What follows belongs to an exercise in optimizing a design on an open flow for small area; a production flow would make more cautious choices.
In this exercise RTL edits were held to simulation tests only and were not proved equivalent to the original.
Power and IR drop assume default switching activity.

## red
==> flow/design.v <==
module cluster_centroid_n #(
  parameter int IMG_WIDTH    = 640,
  parameter int IMG_HEIGHT   = 480,
  parameter int NUM_CLUSTERS = 3,
  parameter int COLOR_W      = 12,
  parameter int DIST_THRESH  = 64,
  parameter int MIN_COUNT    = 4,
  localparam int XW = $clog2(IMG_WIDTH),
  localparam int YW = $clog2(IMG_HEIGHT),
  localparam int IW = (NUM_CLUSTERS > 1) ? $clog2(NUM_CLUSTERS) : 1
) (
  input  logic                         clk,
  input  logic                         rst,
  input  logic signed [COLOR_W-1:0]    pixel_r,
  input  logic signed [COLOR_W-1:0]    pixel_g,
  input  logic signed [COLOR_W-1:0]    pixel_b,
  input  logic                         pixel_valid,
  input  logic [XW-1:0]                x,
  input  logic [YW-1:0]                y,
  input  logic                         ref_wr_en,
  input  logic [IW-1:0]                ref_wr_idx,
  input  logic signed [COLOR_W-1:0]    ref_wr_r,
  input  logic signed [COLOR_W-1:0]    ref_wr_g,
  input  logic signed [COLOR_W-1:0]    ref_wr_b,
  output logic [NUM_CLUSTERS*XW-1:0]   centroid_x,
  output logic [NUM_CLUSTERS*YW-1:0]   centroid_y,
  output logic [NUM_CLUSTERS-1:0]      found,
  output logic                         frame_done,
  output logic                         busy,
  output logic                         overrun
);
  localparam int CW    = $clog2(IMG_WIDTH * IMG_HEIGHT + 1);
  localparam int SUM_W = $clog2(IMG_WIDTH * IMG_WIDTH * IMG_HEIGHT);
  localparam int SW    = $clog2(2 * NUM_CLUSTERS + 1);
  localparam int BW    = $clog2(SUM_W);
  localparam int NDIV  = 2 * NUM_CLUSTERS;
  localparam int CH_W  = NDIV * SUM_W;            
  localparam logic [SW-1:0] LOAD_SEL = SW'(NDIV);
  localparam logic [BW-1:0] LAST_BIT = BW'(SUM_W - 1);
  function automatic logic [7:0] chan_dist(
    input logic [COLOR_W-1:0] a,
    input logic [COLOR_W-1:0] b
  );
    logic [6:0] u;
    logic [5:0] xu;
    logic c, cx, x0, x1, xm1, hz, hm;
    c = 1'b0;
    for (int i = 0; i < 7; i++) begin
      logic ai;
      ai = ~a[i];
      u[i] = ai ^ b[i] ^ c;
      c = (ai & b[i]) | (ai & c) | (b[i] & c);
    end
    cx = 1'b0;
    for (int i = 0; i < 6; i++) begin
      logic ai, bi;
      ai = ~a[i > 4 ? COLOR_W-1 : 7 + i];
      bi = b[i > 4 ? COLOR_W-1 : 7 + i];
      xu[i] = ai ^ bi ^ cx;
      cx = (ai & bi) | (ai & cx) | (bi & cx);
    end
    x0  = xu == '1;
    x1  = xu == 6'b111110;
    xm1 = xu == '0;
    hz  = c ? x1 : x0;    
    hm  = c ? x0 : xm1;   
    chan_dist = {(hz && (u[6] || u[5:0] == '1)) || (hm && !u[6]), ~u[6], u[5:0] ^ {6{u[6]}}};
  endfunction
  logic signed [COLOR_W-1:0] r_ref_r [NUM_CLUSTERS];
  logic signed [COLOR_W-1:0] r_ref_g [NUM_CLUSTERS];
  logic signed [COLOR_W-1:0] r_ref_b [NUM_CLUSTERS];
  logic [7:0]              w_d  [NUM_CLUSTERS];
  logic [NUM_CLUSTERS-1:0] w_in;
  logic [NUM_CLUSTERS-1:0] w_cls;
  logic [NUM_CLUSTERS-1:0] r_hit;
  logic                    r_eof, r_s2_eof;
  logic [XW-1:0]           r_x;
  logic [YW-1:0]           r_y;
  logic [CW-1:0]    r_cnt [NUM_CLUSTERS];
  logic [SUM_W-1:0] r_sx  [NUM_CLUSTERS];
  logic [SUM_W-1:0] r_sy  [NUM_CLUSTERS];
  logic [CW-1:0]    w_fin_cnt [NUM_CLUSTERS];
  logic [SUM_W-1:0] w_fin_sx  [NUM_CLUSTERS];
  logic [SUM_W-1:0] w_fin_sy  [NUM_CLUSTERS];
  logic [CW-1:0]    r_snap_cnt [NUM_CLUSTERS];
  logic [CH_W:0]    r_ch;
  logic [CH_W-1:0]  w_ch_load;
  logic             r_busy;
  logic [SW-1:0]    r_sel;
  logic [BW-1:0]    r_bit;
  logic [CW-1:0]    r_rem;
  logic             w_load, w_div, w_last, w_idle_nx, w_snap, w_ge;
  logic [CW-1:0]    w_divisor;
  logic [CW:0]      w_rem_sh;
  logic [CW-1:0]    w_rem_nx;
  logic [NUM_CLUSTERS*XW-1:0] r_centroid_x;
  logic [NUM_CLUSTERS*YW-1:0] r_centroid_y;
  logic [NUM_CLUSTERS-1:0]    r_found;
  logic                       r_frame_done, r_overrun;
  always_ff @(posedge clk) begin
    if (rst) begin
      for (int k = 0; k < NUM_CLUSTERS; k++) begin
        r_ref_r[k] <= COLOR_W'(50  + 450 * k);
        r_ref_g[k] <= COLOR_W'(100 + 450 * k);
        r_ref_b[k] <= COLOR_W'(150 + 450 * k);
      end
    end else begin
      for (int k = 0; k < NUM_CLUSTERS; k++) begin
        if (ref_wr_en && ref_wr_idx == IW'(k)) begin
          r_ref_r[k] <= ref_wr_r;
          r_ref_g[k] <= ref_wr_g;
          r_ref_b[k] <= ref_wr_b;
        end
      end
    end
  end
  always_comb begin
    for (int k = 0; k < NUM_CLUSTERS; k++) begin
      logic [7:0] dr, dg, db;
      dr = chan_dist(pixel_r, r_ref_r[k]);
      dg = chan_dist(pixel_g, r_ref_g[k]);
      db = chan_dist(pixel_b, r_ref_b[k]);
      w_d[k]  = 8'(dr[5:0]) + 8'(dg[5:0]) + 8'(db[5:0]) + 8'(dr[6]) + 8'(dg[6]) + 8'(db[6]);
      w_in[k] = dr[7] && dg[7] && db[7] && w_d[k] <= 8'(DIST_THRESH);
    end
  end
  always_comb begin
    logic le01, le02, le12;
    le01 = w_d[0][6:0] <= w_d[1][6:0];
    le02 = w_d[0][6:0] <= w_d[2][6:0];
    le12 = w_d[1][6:0] <= w_d[2][6:0];
    w_cls[0] = w_in[0] && (!w_in[1] || le01) && (!w_in[2] || le02);
    w_cls[1] = w_in[1] && !(w_in[0] && le01) && (!w_in[2] || le12);
    w_cls[2] = w_in[2] && !(w_in[0] && le02) && !(w_in[1] && le12);
  end
  always_ff @(posedge clk) begin
    r_hit    <= (rst || !pixel_valid) ? '0 : w_cls;
    r_eof    <= !rst && pixel_valid && x == XW'(IMG_WIDTH - 1) && y == YW'(IMG_HEIGHT - 1);
    r_s2_eof <= !rst && r_eof;
    r_x      <= x;
    r_y      <= y;
  end
  function automatic logic [SUM_W-1:0] acc_add(
    input logic [SUM_W-1:0] acc,
    input logic [XW-1:0]    v
  );
    logic [SUM_W-1:0] r;
    logic c;
    c = 1'b0;
    for (int i = 0; i < XW; i++) begin
      r[i] = acc[i] ^ v[i] ^ c;
      c = (acc[i] & v[i]) | (acc[i] & c) | (v[i] & c);
    end
    for (int i = XW; i < SUM_W; i++) begin
      if (i == (XW + SUM_W) / 2) c = c & (&acc[(XW + SUM_W) / 2 - 1:XW]);
      r[i] = acc[i] ^ c;
      if (i != (XW + SUM_W) / 2 - 1) c = acc[i] & c;
    end
    acc_add = r;
  endfunction
  always_comb begin
    for (int k = 0; k < NUM_CLUSTERS; k++) begin
      logic c;
      c = r_hit[k];
      for (int i = 0; i < CW; i++) begin
        w_fin_cnt[k][i] = r_cnt[k][i] ^ c;
        c = r_cnt[k][i] & c;
      end
      w_fin_sx[k] = acc_add(r_sx[k], r_hit[k] ? r_x : '0);
      w_fin_sy[k] = acc_add(r_sy[k], r_hit[k] ? XW'(r_y) : '0);
    end
  end
  always_ff @(posedge clk) begin
    for (int k = 0; k < NUM_CLUSTERS; k++) begin
      if (rst || r_eof) begin
        r_cnt[k] <= '0;
        r_sx[k]  <= '0;
        r_sy[k]  <= '0;
      end else begin
        r_cnt[k] <= w_fin_cnt[k];
        r_sx[k]  <= w_fin_sx[k];
        r_sy[k]  <= w_fin_sy[k];
      end
    end
  end
  assign w_load    = r_busy && r_sel == LOAD_SEL;
  assign w_div     = r_busy && !w_load;
  assign w_last    = r_bit == LAST_BIT;
  assign w_idle_nx = (!r_busy && !r_s2_eof) || w_load;
  assign w_snap    = r_eof && w_idle_nx;
  always_comb begin
    for (int k = 0; k < NUM_CLUSTERS; k++) begin
      w_ch_load[CH_W - (2*k+1)*SUM_W +: SUM_W] = w_fin_sx[k];
      w_ch_load[CH_W - (2*k+2)*SUM_W +: SUM_W] = w_fin_sy[k];
    end
  end
  always_comb begin
    logic [CW:0] nd, diff, d0, d1;
    logic c, c0, c1;
    w_divisor = r_snap_cnt[r_sel >> 1];
    w_rem_sh  = {r_rem, r_ch[CH_W]};
    nd = ~{1'b0, w_divisor};
    c  = 1'b1;
    for (int i = 0; i < CW/2; i++) begin
      diff[i] = w_rem_sh[i] ^ nd[i] ^ c;
      c = (w_rem_sh[i] & nd[i]) | (w_rem_sh[i] & c) | (nd[i] & c);
    end
    c0 = 1'b0;
    c1 = 1'b1;
    for (int i = CW/2; i <= CW; i++) begin
      d0[i] = w_rem_sh[i] ^ nd[i] ^ c0;
      c0 = (w_rem_sh[i] & nd[i]) | (w_rem_sh[i] & c0) | (nd[i] & c0);
      d1[i] = w_rem_sh[i] ^ nd[i] ^ c1;
      c1 = (w_rem_sh[i] & nd[i]) | (w_rem_sh[i] & c1) | (nd[i] & c1);
    end
    for (int i = CW/2; i <= CW; i++) diff[i] = c ? d1[i] : d0[i];
    d0[CW/2-1:0] = '0;
    d1[CW/2-1:0] = '0;
    w_ge     = c ? c1 : c0;
    w_rem_nx = w_ge ? diff[CW-1:0] : w_rem_sh[CW-1:0];
  end
  always_ff @(posedge clk) begin
    r_ch[CH_W] <= r_ch[CH_W-1];
    if (w_snap) r_ch[CH_W-1:0] <= w_ch_load;
    else        r_ch[CH_W-1:0] <= {r_ch[CH_W-2:0], w_ge};
    r_rem <= (!w_div || w_last) ? '0 : w_rem_nx;
    if (w_snap)
      for (int k = 0; k < NUM_CLUSTERS; k++) r_snap_cnt[k] <= w_fin_cnt[k];
  end
  always_ff @(posedge clk) begin
    if (rst) begin
      r_busy       <= 1'b0;
      r_sel        <= '0;
      r_bit        <= '0;
      r_frame_done <= 1'b0;
      r_overrun    <= 1'b0;
      r_found      <= '0;
      r_centroid_x <= '0;
      r_centroid_y <= '0;
    end else begin
      r_frame_done <= w_load;
      if (r_s2_eof && r_busy) r_overrun <= 1'b1;
      if (!r_busy) begin
        if (r_s2_eof) begin
          r_busy <= 1'b1;
          r_sel  <= '0;
          r_bit  <= '0;
        end
      end else if (w_load) begin
        r_busy <= 1'b0;
        for (int k = 0; k < NUM_CLUSTERS; k++) begin
          r_found[k] <= r_snap_cnt[k] >= CW'(MIN_COUNT);
          if (r_snap_cnt[k] >= CW'(MIN_COUNT)) begin
            r_centroid_x[k*XW +: XW] <= r_ch[CH_W - (2*k+1)*SUM_W +: XW];
            r_centroid_y[k*YW +: YW] <= r_ch[CH_W - (2*k+2)*SUM_W +: YW];
          end
        end
      end else if (w_last) begin
        r_bit <= '0;
        r_sel <= r_sel + SW'(1);
      end else begin
        r_bit <= r_bit + BW'(1);
      end
    end
  end
  assign centroid_x = r_centroid_x;
  assign centroid_y = r_centroid_y;
  assign found      = r_found;
  assign frame_done = r_frame_done;
  assign busy       = r_busy;
  assign overrun    = r_overrun;
endmodule
export LEC_CHECK = 0
export CAP_MARGIN = 20
export CORE_MARGIN = 2
export CORE_UTILIZATION = 60
export CTS_CLUSTER_DIAMETER = 90
export CTS_CLUSTER_SIZE = 26
export GPL_TIMING_DRIVEN = 0
export PLACE_DENSITY = 0.8
export SLEW_MARGIN = 20
create_clock -name core_clock -period 8.0 [get_ports {clk}]
standard.sh (not shown) runs the stock make flow with config.mk's settings and CLKGATE_MAP_FILE= SYNTH_SCRIPT=/design/flow/synth_recipe.tcl, a recipe that flattens the netlist after the stock synthesis.
==> flow/flow/run.sh <==
#!/bin/bash
# The standard layout, with the smallest buffer on the input and output ports.
set -euo pipefail
export BUFFER_PORTS_ARGS="-buffer_cell sky130_fd_sc_hd__buf_1"
bash standard.sh > flow_make.log 2>&1
Setup changes, red to blue
diff --git a/flow/design.v b/flow/design.v
--- a/flow/design.v
+++ b/flow/design.v
@@ -76,13 +76,16 @@
   logic                    r_eof, r_s2_eof;
   logic [XW-1:0]           r_x;
   logic [YW-1:0]           r_y;
+  localparam int SCW = $clog2(NDIV * SUM_W + 3);
+  logic             r_frz;
   logic [CW-1:0]    r_cnt [NUM_CLUSTERS];
+  logic [SCW-1:0]   r_scnt [NUM_CLUSTERS];
+  logic [SCW-1:0]   w_fin_scnt [NUM_CLUSTERS];
   logic [SUM_W-1:0] r_sx  [NUM_CLUSTERS];
   logic [SUM_W-1:0] r_sy  [NUM_CLUSTERS];
   logic [CW-1:0]    w_fin_cnt [NUM_CLUSTERS];
   logic [SUM_W-1:0] w_fin_sx  [NUM_CLUSTERS];
   logic [SUM_W-1:0] w_fin_sy  [NUM_CLUSTERS];
-  logic [CW-1:0]    r_snap_cnt [NUM_CLUSTERS];
   logic [CH_W:0]    r_ch;
   logic [CH_W-1:0]  w_ch_load;
   logic             r_busy;
@@ -161,26 +164,35 @@
   always_comb begin
     for (int k = 0; k < NUM_CLUSTERS; k++) begin
       logic c;
-      c = r_hit[k];
+      c = r_hit[k] && !r_frz;
       for (int i = 0; i < CW; i++) begin
         w_fin_cnt[k][i] = r_cnt[k][i] ^ c;
         c = r_cnt[k][i] & c;
       end
+      c = r_hit[k] && r_frz;
+      for (int i = 0; i < SCW; i++) begin
+        w_fin_scnt[k][i] = r_scnt[k][i] ^ c;
+        c = r_scnt[k][i] & c;
+      end
       w_fin_sx[k] = acc_add(r_sx[k], r_hit[k] ? r_x : '0);
       w_fin_sy[k] = acc_add(r_sy[k], r_hit[k] ? XW'(r_y) : '0);
     end
   end
   always_ff @(posedge clk) begin
+    r_frz <= !rst && (w_snap || (r_frz && !w_load));
     for (int k = 0; k < NUM_CLUSTERS; k++) begin
       if (rst || r_eof) begin
-        r_cnt[k] <= '0;
         r_sx[k]  <= '0;
         r_sy[k]  <= '0;
       end else begin
-        r_cnt[k] <= w_fin_cnt[k];
         r_sx[k]  <= w_fin_sx[k];
         r_sy[k]  <= w_fin_sy[k];
       end
+      if (rst)         r_cnt[k] <= '0;
+      else if (w_load) r_cnt[k] <= CW'(w_fin_scnt[k]);
+      else             r_cnt[k] <= w_fin_cnt[k];
+      if (rst || r_eof || w_load) r_scnt[k] <= '0;
+      else                        r_scnt[k] <= w_fin_scnt[k];
     end
   end
   assign w_load    = r_busy && r_sel == LOAD_SEL;
@@ -197,7 +209,7 @@
   always_comb begin
     logic [CW:0] nd, diff, d0, d1;
     logic c, c0, c1;
-    w_divisor = r_snap_cnt[r_sel >> 1];
+    w_divisor = r_cnt[r_sel >> 1];
     w_rem_sh  = {r_rem, r_ch[CH_W]};
     nd = ~{1'b0, w_divisor};
     c  = 1'b1;
@@ -224,8 +236,6 @@
     if (w_snap) r_ch[CH_W-1:0] <= w_ch_load;
     else        r_ch[CH_W-1:0] <= {r_ch[CH_W-2:0], w_ge};
     r_rem <= (!w_div || w_last) ? '0 : w_rem_nx;
-    if (w_snap)
-      for (int k = 0; k < NUM_CLUSTERS; k++) r_snap_cnt[k] <= w_fin_cnt[k];
   end
   always_ff @(posedge clk) begin
     if (rst) begin
@@ -249,8 +259,8 @@
       end else if (w_load) begin
         r_busy <= 1'b0;
         for (int k = 0; k < NUM_CLUSTERS; k++) begin
-          r_found[k] <= r_snap_cnt[k] >= CW'(MIN_COUNT);
-          if (r_snap_cnt[k] >= CW'(MIN_COUNT)) begin
+          r_found[k] <= r_cnt[k] >= CW'(MIN_COUNT);
+          if (r_cnt[k] >= CW'(MIN_COUNT)) begin
             r_centroid_x[k*XW +: XW] <= r_ch[CH_W - (2*k+1)*SUM_W +: XW];
             r_centroid_y[k*YW +: YW] <= r_ch[CH_W - (2*k+2)*SUM_W +: YW];
           end
==> comparison <==
- Of red and blue, the run reporting the lower last weighted congestion value of the routability-driven placer was red.
- Summary: final hold slack, blue worse than red
- Instance count of the mapped netlist: blue > red
- Looking at standard cell core area, blue sits about 2% below red.
- Comparing red and blue, the lower detailed-routed wire length on met2 is on blue.
- Peak supply drop of blue exceeds that of red by more than 10%.
- blue ends up with a power density over cell area that is 1.1% higher than in red.
- Via count sits higher in blue than in red.
- Of red and blue, the lower global-route usage belongs to red.
- blue gives more compound-cell area share of the yosys netlist than red did.
- Setup slack: blue less than red
- Summary — flip-flop and latch count after synthesis, blue relative to red: lower, by 32.
- Of the two values seen for cell at the slowest stage of the critical path, fa_2 was produced by blue and fa_1 by red.

## re-timing with driven ports
No port has a modelled driver above. Below, the same layouts with a new extraction and two added sets of constraints. Step 1 assumes that a clkbuf_16 drives the clock port and a buf_2 every other input. Step 2 also shifts input and output timing later by t, the mid clock arrival at the registers, as if the neighbouring blocks saw the same clock. Slacks: ideal / step 1 / step 2; pairs: ideal / step 1.
run	t (ns)	setup WS [ns]	worst setup path at the end	latest minus earliest clock arrival (ns)	worst slew at a driven data input, ns
red	0.672	0.293 / 0.323 / -0.349	input to register	0.020 / 0.020	0.12
blue	0.690	0.260 / 0.271 / -0.393	input to register	0.041 / 0.040	0.05
With both steps, setup timing fails in red and blue, where it was met with ideal ports. The setup slack of blue, which loses most, moves by +0.011 ns with the drivers and by -0.653 ns with both steps.
